Context: an optimization exercise on an open-source flow, tuned for small area and a short achievable clock period. The choices shown serve that exercise and are no tape-out recipe. RTL that was checked went through simulation tests only; none was proved equivalent to the original. The flow treats the clock pin as an ideal source. Dropping or thinning the clock tree relies on that and would not hold on a real chip. Power figures rest on the tool's default switching activity, not on a simulated workload.

==> trial 20: inputs <==
## core_top
module core_top #(
  parameter int reset_pulse_cycles = 1048576
) (
  input  logic                          clk_74a,
  input  logic                          pll_core_locked,
  input  logic [core_pkg::bridge_w-1:0] bridge_addr,
  input  logic                          bridge_wr,
  input  logic [core_pkg::bridge_w-1:0] bridge_wr_data,
  input  logic [31:0]                   cont1_joy,
  input  logic [core_pkg::bridge_w-1:0] rtc_date,
  input  logic [core_pkg::bridge_w-1:0] rtc_time,
  input  logic [core_pkg::rgb_w-1:0]    rgb_in,
  input  logic                          de_in,
  input  logic                          vs_in,
  input  logic [core_pkg::chan_w-1:0]   snap_index,
  output logic                          core_reset,
  output logic [core_pkg::chan_w-1:0]   stick_x,
  output logic [core_pkg::chan_w-1:0]   stick_y,
  output logic [23:0]                   video_rgb,
  output logic                          video_de,
  output logic [core_pkg::rtc_w-1:0]    rtc_word
);
export LEC_CHECK = 0
export CAP_MARGIN = 20
export CORE_MARGIN = 2
export CORE_UTILIZATION = 40
export SLEW_MARGIN = 20
create_clock -name core_clock -period 18.0 [get_ports {clk_74a}]
standard.sh (not shown) runs the stock make flow with config.mk's settings and CLKGATE_MAP_FILE= SYNTH_SCRIPT=/design/flow/synth_recipe.tcl, a recipe that flattens the netlist after the stock synthesis.
==> flow/flow/run.sh <==
#!/bin/bash
# The standard layout (standard.sh), with these changes to how it is made:
# - the ports get the smallest buffer (buf_1) instead of the delay buffer
#   buffer_ports picks by itself;
# - after synthesis, polar.py removes inverters between adder cells by
#   flipping full adders (a full adder is self-dual), without touching the
#   registers or changing the logic function;
# - after global placement, the gate that makes core_reset gets its own
#   buffer on pll_core_locked (clone_reset_buf.tcl), apart from the reset tree;
# - after clock tree synthesis, its 17-buffer H-tree is replaced by a root
#   buffer and leaf buffers over k-means groups of the registers, as many
#   groups (from 8) as keep the estimated clock-pin slew under 95 ps
#   (post_cts.tcl, manual_cts.tcl);
# - timing repair aims for 10.3 ns of setup slack, well beyond the 18 ns
#   constraint, so that it shortens the critical paths.
# The constraints (constraint.sdc) and everything else are the standard flow's.
set -eo pipefail
export BUFFER_PORTS_ARGS="-buffer_cell sky130_fd_sc_hd__buf_1"
export SETUP_SLACK_MARGIN=10.3
export CTS_ARGS="-sink_clustering_enable -repair_clock_nets -buf_list sky130_fd_sc_hd__clkbuf_8 -dont_use_dummy_load"
export POST_CTS_TCL=$PWD/flow/post_cts.tcl
export MCTS_LEAVES=8
export MCTS_SLEW_TARGET=0.095
export MCTS_LEAF=sky130_fd_sc_hd__clkbuf_8
export MCTS_ROOT=sky130_fd_sc_hd__clkbuf_8
RES=$PWD/orfs/results/sky130hd/core_top/base
bash standard.sh $RES/1_2_yosys.v 2>&1 | tee standard_0.log
python3 flow/polar.py $RES/1_2_yosys.v $RES/1_2_yosys.v 2>&1 | tee polar.log
bash standard.sh $RES/3_3_place_gp.odb 2>&1 | tee standard_1.log
CLONE_ODB=$RES/3_3_place_gp.odb openroad -no_init -exit flow/clone_reset_buf.tcl 2>&1 | tee clone.log
bash standard.sh 2>&1 | tee standard_2.log
Other scripts of this flow, unchanged in this note and not shown: flow/flow/clone_reset_buf.tcl, flow/flow/manual_cts.tcl, flow/flow/polar.py, flow/flow/post_cts.tcl
==> build 34: changes against trial 20 <==
--- a/flow/flow/run.sh
+++ b/flow/flow/run.sh
@@ -15,2 +15,4 @@
 #   constraint, so that it shortens the critical paths.
+# - the constant outputs share the tie cells synthesis made, instead of one
+#   tie cell per output (SKIP_REPAIR_TIE_FANOUT).
 # The constraints (constraint.sdc) and everything else are the standard flow's.
@@ -19,2 +21,3 @@
 export SETUP_SLACK_MARGIN=10.3
+export SKIP_REPAIR_TIE_FANOUT=1
 export CTS_ARGS="-sink_clustering_enable -repair_clock_nets -buf_list sky130_fd_sc_hd__clkbuf_8 -dont_use_dummy_load"
CORE_UTILIZATION = 65   (was 40)
PLACE_DENSITY = 0.75   (was default)
==> flow_metrics.py <==
metrics = {
    "power": {
        "power_switching_uw": 239,
        "leakage_nw": 4.81,
        "p_sw_frac": 0.348,
    },
    "grt": {
        "grt_pass1_vias": 7683,
        "use_met1": 0.354,
    },
    "route": {
        "vias_per_cell": 5.77,
        "wl_met1_mm": 9.34,
        "wl_mm": 21.9,
    },
    "finish": {
        "seq-cell-share": 0.272,
        "stdcell_area_sq_mm": 0.0105,
        "comb.multi_input.count": 746,
        "final_cells": 1367,
        "final_cell_mix": "buf_1 (182), dfrtp_1 (107), inv_1 (103)",
    },
    "setup_path": {
        "rr_startpoint": "i_settings.strength[0]",
    },
    "placed_design": {
        "dpl_cell_area_sq_mm": 0.0102,
    },
    "run_status": {
        "outcome": "no timing/DRC/antenna violations",
    },
    "timing": {
        "relSlewSlack": 0.316,
        "fin_skew_ps": 22.8,
    },
}
-- figures above: build 34

==> flow_metrics.py <==
metrics = {
    "power": {
        "power_switching_uw": 243,
        "p_sw_frac": 0.349,
    },
    "finish": {
        "seq-cell-share": 0.267,
        "comb.multi_input.count": 760,
        "stdcell_area_sq_mm": 0.0107,
        "final_cells": 1515,
    },
    "grt": {
        "use_met1": 0.234,
        "grt_pass1_vias": 7411,
    },
    "run_status": {
        "outcome": "no timing/DRC/antenna violations",
    },
    "timing": {
        "relSlewSlack": 0.373,
    },
    "route": {
        "vias_per_cell": 5.10,
        "wl_met1_mm": 10.5,
        "wl_mm": 22.6,
    },
}
-- figures above: trial 20

No run of this note takes its clock network from TritonCTS; it comes from the design's own scripts or RTL.

========
==> willow: inputs <==
core_top, a different RTL version from the one above (not shown whole).
==> module core_settings_regs, before the edit <==
module core_settings_regs #(
  parameter int reset_pulse_cycles = 1048576
) (
  input  logic                          clk_74a,
  input  logic                          pll_core_locked,
  input  logic                          bridge_wr,
  input  logic [core_pkg::bridge_w-1:0] bridge_addr,
  input  logic [core_pkg::bridge_w-1:0] bridge_wr_data,
  output logic                          core_reset,
  output logic [core_pkg::chan_w-1:0]   deadzone,
  output logic [core_pkg::chan_w-1:0]   strength,
  output logic                          square_pixels
);
  localparam int cnt_w = $clog2(reset_pulse_cycles + 1);
  logic [cnt_w-1:0] pulse_count;
  logic [19:0]      strength_wide;
  logic [7:0]       strength_next;
  always_ff @(posedge clk_74a or negedge pll_core_locked) begin
    if (!pll_core_locked) begin
      pulse_count <= '0;
    end else begin
      if (pulse_count != '0) begin
        pulse_count <= pulse_count - cnt_w'(1);
      end
      if (bridge_wr && bridge_addr == core_pkg::addr_reset_pulse) begin
        pulse_count <= cnt_w'(reset_pulse_cycles);
      end
    end
  end
  assign core_reset = !pll_core_locked || (pulse_count != '0);
  assign strength_wide = 20'(bridge_wr_data[6:0]) * 20'd5223;
  assign strength_next = (bridge_wr_data[7:0] >= 8'd100) ? 8'd255 : strength_wide[18:11];
  always_ff @(posedge clk_74a or negedge pll_core_locked) begin
    if (!pll_core_locked) begin
      deadzone      <= '0;
      strength      <= '0;
      square_pixels <= 1'b0;
    end else if (bridge_wr) begin
      case (bridge_addr)
        core_pkg::addr_deadzone: begin
          deadzone <= bridge_wr_data[core_pkg::chan_w-1:0];
        end
        core_pkg::addr_color_corr: begin
          strength <= strength_next;
        end
        core_pkg::addr_square_pixels: begin
          square_pixels <= bridge_wr_data[0];
        end
        default: begin
        end
      endcase
    end
  end
endmodule
export LEC_CHECK = 0
export CAP_MARGIN = 20
export CORE_MARGIN = 2
export CORE_UTILIZATION = 40
export SLEW_MARGIN = 20
create_clock -name core_clock -period 18.0 [get_ports {clk_74a}]
==> flow/flow/run.sh <==
#!/bin/bash
# Standard layout, but with the smallest buffer on the ports instead of the
# delay buffer buffer_ports picks by itself.
set -o pipefail
export BUFFER_PORTS_ARGS="-buffer_cell sky130_fd_sc_hd__buf_1"
bash standard.sh 2>&1 | tee standard.log
==> juniper: changes against willow <==
--- a/flow/design.v
+++ b/flow/design.v
@@ -41,25 +41,158 @@
   output logic [core_pkg::chan_w-1:0]   strength,
   output logic                          square_pixels
 );
-  localparam int cnt_w = $clog2(reset_pulse_cycles + 1);
-  logic [cnt_w-1:0] pulse_count;
-  logic [19:0]      strength_wide;
-  logic [7:0]       strength_next;
+  localparam logic [20:0] pulse_start = 21'h000001;
+  localparam logic [20:0] pulse_last  = 21'h1ffc00;
+  logic [20:0] pulse_lfsr;
   always_ff @(posedge clk_74a or negedge pll_core_locked) begin
     if (!pll_core_locked) begin
-      pulse_count <= '0;
+      pulse_lfsr <= '0;
+    end else if (bridge_wr && bridge_addr == core_pkg::addr_reset_pulse) begin
+      pulse_lfsr <= pulse_start;
+    end else if (pulse_lfsr == pulse_last) begin
+      pulse_lfsr <= '0;
     end else begin
-      if (pulse_count != '0) begin
-        pulse_count <= pulse_count - cnt_w'(1);
-      end
-      if (bridge_wr && bridge_addr == core_pkg::addr_reset_pulse) begin
-        pulse_count <= cnt_w'(reset_pulse_cycles);
-      end
+      pulse_lfsr <= {pulse_lfsr[19:0], pulse_lfsr[20] ^ pulse_lfsr[18]};
     end
   end
-  assign core_reset = !pll_core_locked || (pulse_count != '0);
-  assign strength_wide = 20'(bridge_wr_data[6:0]) * 20'd5223;
-  assign strength_next = (bridge_wr_data[7:0] >= 8'd100) ? 8'd255 : strength_wide[18:11];
+  assign core_reset = !pll_core_locked || (pulse_lfsr != '0);
+  logic [2:0] strength_g;
+  logic [7:0] strength_raw;
+  logic [7:0] strength_next;
+  always_comb begin
+    case (bridge_wr_data[6:0])
+      7'd0: strength_g = 3'd0;
+      7'd1: strength_g = 3'd0;
+      7'd2: strength_g = 3'd0;
+      7'd3: strength_g = 3'd0;
+      7'd4: strength_g = 3'd0;
+      7'd5: strength_g = 3'd0;
+      7'd6: strength_g = 3'd0;
+      7'd7: strength_g = 3'd0;
+      7'd8: strength_g = 3'd0;
+      7'd9: strength_g = 3'd0;
+      7'd10: strength_g = 3'd0;
+      7'd11: strength_g = 3'd1;
+      7'd12: strength_g = 3'd0;
+      7'd13: strength_g = 3'd1;
+      7'd14: strength_g = 3'd0;
+      7'd15: strength_g = 3'd1;
+      7'd16: strength_g = 3'd0;
+      7'd17: strength_g = 3'd1;
+      7'd18: strength_g = 3'd0;
+      7'd19: strength_g = 3'd1;
+      7'd20: strength_g = 3'd1;
+      7'd21: strength_g = 3'd1;
+      7'd22: strength_g = 3'd1;
+      7'd23: strength_g = 3'd1;
+      7'd24: strength_g = 3'd1;
+      7'd25: strength_g = 3'd1;
+      7'd26: strength_g = 3'd1;
+      7'd27: strength_g = 3'd1;
+      7'd28: strength_g = 3'd1;
+      7'd29: strength_g = 3'd1;
+      7'd30: strength_g = 3'd1;
+      7'd31: strength_g = 3'd2;
+      7'd32: strength_g = 3'd1;
+      7'd33: strength_g = 3'd2;
+      7'd34: strength_g = 3'd1;
+      7'd35: strength_g = 3'd2;
+      7'd36: strength_g = 3'd1;
+      7'd37: strength_g = 3'd2;
+      7'd38: strength_g = 3'd1;
+      7'd39: strength_g = 3'd2;
+      7'd40: strength_g = 3'd2;
+      7'd41: strength_g = 3'd2;
+      7'd42: strength_g = 3'd2;
+      7'd43: strength_g = 3'd2;
+      7'd44: strength_g = 3'd2;
+      7'd45: strength_g = 3'd2;
+      7'd46: strength_g = 3'd2;
+      7'd47: strength_g = 3'd2;
+      7'd48: strength_g = 3'd2;
+      7'd49: strength_g = 3'd2;
+      7'd50: strength_g = 3'd2;
+      7'd51: strength_g = 3'd3;
+      7'd52: strength_g = 3'd2;
+      7'd53: strength_g = 3'd3;
+      7'd54: strength_g = 3'd2;
+      7'd55: strength_g = 3'd3;
+      7'd56: strength_g = 3'd2;
+      7'd57: strength_g = 3'd3;
+      7'd58: strength_g = 3'd2;
+      7'd59: strength_g = 3'd3;
+      7'd60: strength_g = 3'd3;
+      7'd61: strength_g = 3'd3;
+      7'd62: strength_g = 3'd3;
+      7'd63: strength_g = 3'd3;
+      7'd64: strength_g = 3'd3;
+      7'd65: strength_g = 3'd3;
+      7'd66: strength_g = 3'd3;
+      7'd67: strength_g = 3'd3;
+      7'd68: strength_g = 3'd3;
+      7'd69: strength_g = 3'd3;
+      7'd70: strength_g = 3'd3;
+      7'd71: strength_g = 3'd4;
+      7'd72: strength_g = 3'd3;
+      7'd73: strength_g = 3'd4;
+      7'd74: strength_g = 3'd3;
+      7'd75: strength_g = 3'd4;
+      7'd76: strength_g = 3'd3;
+      7'd77: strength_g = 3'd4;
+      7'd78: strength_g = 3'd3;
+      7'd79: strength_g = 3'd4;
+      7'd80: strength_g = 3'd4;
+      7'd81: strength_g = 3'd4;
+      7'd82: strength_g = 3'd4;
+      7'd83: strength_g = 3'd4;
+      7'd84: strength_g = 3'd4;
+      7'd85: strength_g = 3'd4;
+      7'd86: strength_g = 3'd4;
+      7'd87: strength_g = 3'd4;
+      7'd88: strength_g = 3'd4;
+      7'd89: strength_g = 3'd4;
+      7'd90: strength_g = 3'd4;
+      7'd91: strength_g = 3'd5;
+      7'd92: strength_g = 3'd4;
+      7'd93: strength_g = 3'd5;
+      7'd94: strength_g = 3'd4;
+      7'd95: strength_g = 3'd5;
+      7'd96: strength_g = 3'd4;
+      7'd97: strength_g = 3'd5;
+      7'd98: strength_g = 3'd4;
+      7'd99: strength_g = 3'd5;
+      7'd100: strength_g = 3'd5;
+      7'd101: strength_g = 3'd5;
+      7'd102: strength_g = 3'd5;
+      7'd103: strength_g = 3'd5;
+      7'd104: strength_g = 3'd5;
+      7'd105: strength_g = 3'd5;
+      7'd106: strength_g = 3'd5;
+      7'd107: strength_g = 3'd5;
+      7'd108: strength_g = 3'd5;
+      7'd109: strength_g = 3'd5;
+      7'd110: strength_g = 3'd5;
+      7'd111: strength_g = 3'd6;
+      7'd112: strength_g = 3'd5;
+      7'd113: strength_g = 3'd6;
+      7'd114: strength_g = 3'd5;
+      7'd115: strength_g = 3'd6;
+      7'd116: strength_g = 3'd5;
+      7'd117: strength_g = 3'd6;
+      7'd118: strength_g = 3'd5;
+      7'd119: strength_g = 3'd6;
+      7'd120: strength_g = 3'd6;
+      7'd121: strength_g = 3'd6;
+      7'd122: strength_g = 3'd6;
+      7'd123: strength_g = 3'd6;
+      7'd124: strength_g = 3'd6;
+      7'd125: strength_g = 3'd6;
+      7'd126: strength_g = 3'd6;
+      7'd127: strength_g = 3'd6;
+    endcase
+  end
+  assign strength_raw  = {bridge_wr_data[6:0], 1'b0} + {2'b0, bridge_wr_data[6:1]} + {5'b0, strength_g};
+  assign strength_next = strength_raw | {8{bridge_wr_data[7:0] >= 8'd100}};
   always_ff @(posedge clk_74a or negedge pll_core_locked) begin
     if (!pll_core_locked) begin
       deadzone      <= '0;
==> flow/flow/run.sh (replaced) <==
#!/bin/bash
# Standard layout with the smallest buffer on the ports, and timing repair
# aiming for slack beyond the 18 ns constraint.
set -o pipefail
export BUFFER_PORTS_ARGS="-buffer_cell sky130_fd_sc_hd__buf_1"
export SETUP_SLACK_MARGIN=10.0
bash standard.sh 2>&1 | tee standard.log
--- a/flow/config.mk
+++ b/flow/config.mk
@@ -8,4 +8,7 @@
 export CAP_MARGIN = 20
 export CORE_MARGIN = 2
 export CORE_UTILIZATION = 40
+export CTS_BUF_LIST = sky130_fd_sc_hd__clkbuf_8
+export CTS_CLUSTER_DIAMETER = 100
+export CTS_CLUSTER_SIZE = 30
 export SLEW_MARGIN = 20
==> onyx: changes against willow <==
==> flow/flow/run.sh (replaced) <==
#!/bin/bash
# Standard layout with the smallest buffer on the ports, and timing repair
# aiming for slack beyond the 18 ns constraint.
set -o pipefail
export BUFFER_PORTS_ARGS="-buffer_cell sky130_fd_sc_hd__buf_1"
export SETUP_SLACK_MARGIN=10.6
bash standard.sh 2>&1 | tee standard.log
==> comparison table <==
metric	onyx	willow	juniper
Outcome	no timing/DRC/antenna violations	no timing/DRC/antenna violations	no timing/DRC/antenna violations
Clock share of power	29.1%	32.4%	33.3%
Type of the setup path with the least slack	in2out	in2reg	in2out
Skew-Pair Late Insertion Delay	0.42 ns	0.42 ns	0.44 ns
Logic inverters	151	151	137
Post-route setup slack	10.49 ns	9.31 ns	10.15 ns
Total number of tap cells	384	384	341
Overall power after layout	1160 uW	1050 uW	737 uW
Drt initial violations	391	479	365
Worst endpoint required time	14.40 ns	18.28 ns	14.40 ns
Heaviest power group	combinational cells	combinational cells	registers
Sequential fraction of the synthesis area	24.3%	24.3%	26.1%
Sequential power	285 uW	285 uW	275 uW
# Post-CTS Setup Buffers	51	0	0
Yosys cell types	70	70	72
Post-cts gate resize count	224	0	7
Max layer used	met4	met4	met5
Seq/total area	19.8%	21.9%	23.7%
Standard-cell row count	62	62	60
No run of this note included a check of the RTL's function; only the layout flow was run.

[separate check: timing with driven ports]
The results above use ideal ports. As a check the final layouts listed here were re-extracted and re-timed, cells and wires unchanged.
Step 1: set_driving_cell puts a clkbuf_16 on clk_74a and a buf_2 on each other input, an assumption about the parent block.
Step 2, shift: input delay + t, output delay - t, t = (earliest + latest rising clock arrival at the registers) / 2. This alone moves slack from input paths to output paths.
Three values: ideal, step 1, step 2; two values: the first two.
run	t, ns	setup WS [ns]	clock arrival spread, ns
trial 20	0.466	10.465 / 10.430 / 10.040	0.017 / 0.017
build 34	0.463	10.452 / 10.428 / 9.989	0.032 / 0.032
willow	0.454	9.314 / 9.328 / 8.874	0.007 / 0.008
juniper	0.470	10.154 / 9.985 / 9.711	0.021 / 0.021
onyx	0.453	10.488 / 10.284 / 10.102	0.011 / 0.011
After both steps every run listed still meets setup and hold. For build 34, which loses most, drivers alone change the setup slack by -0.024 ns; drivers and shift together by -0.463 ns.
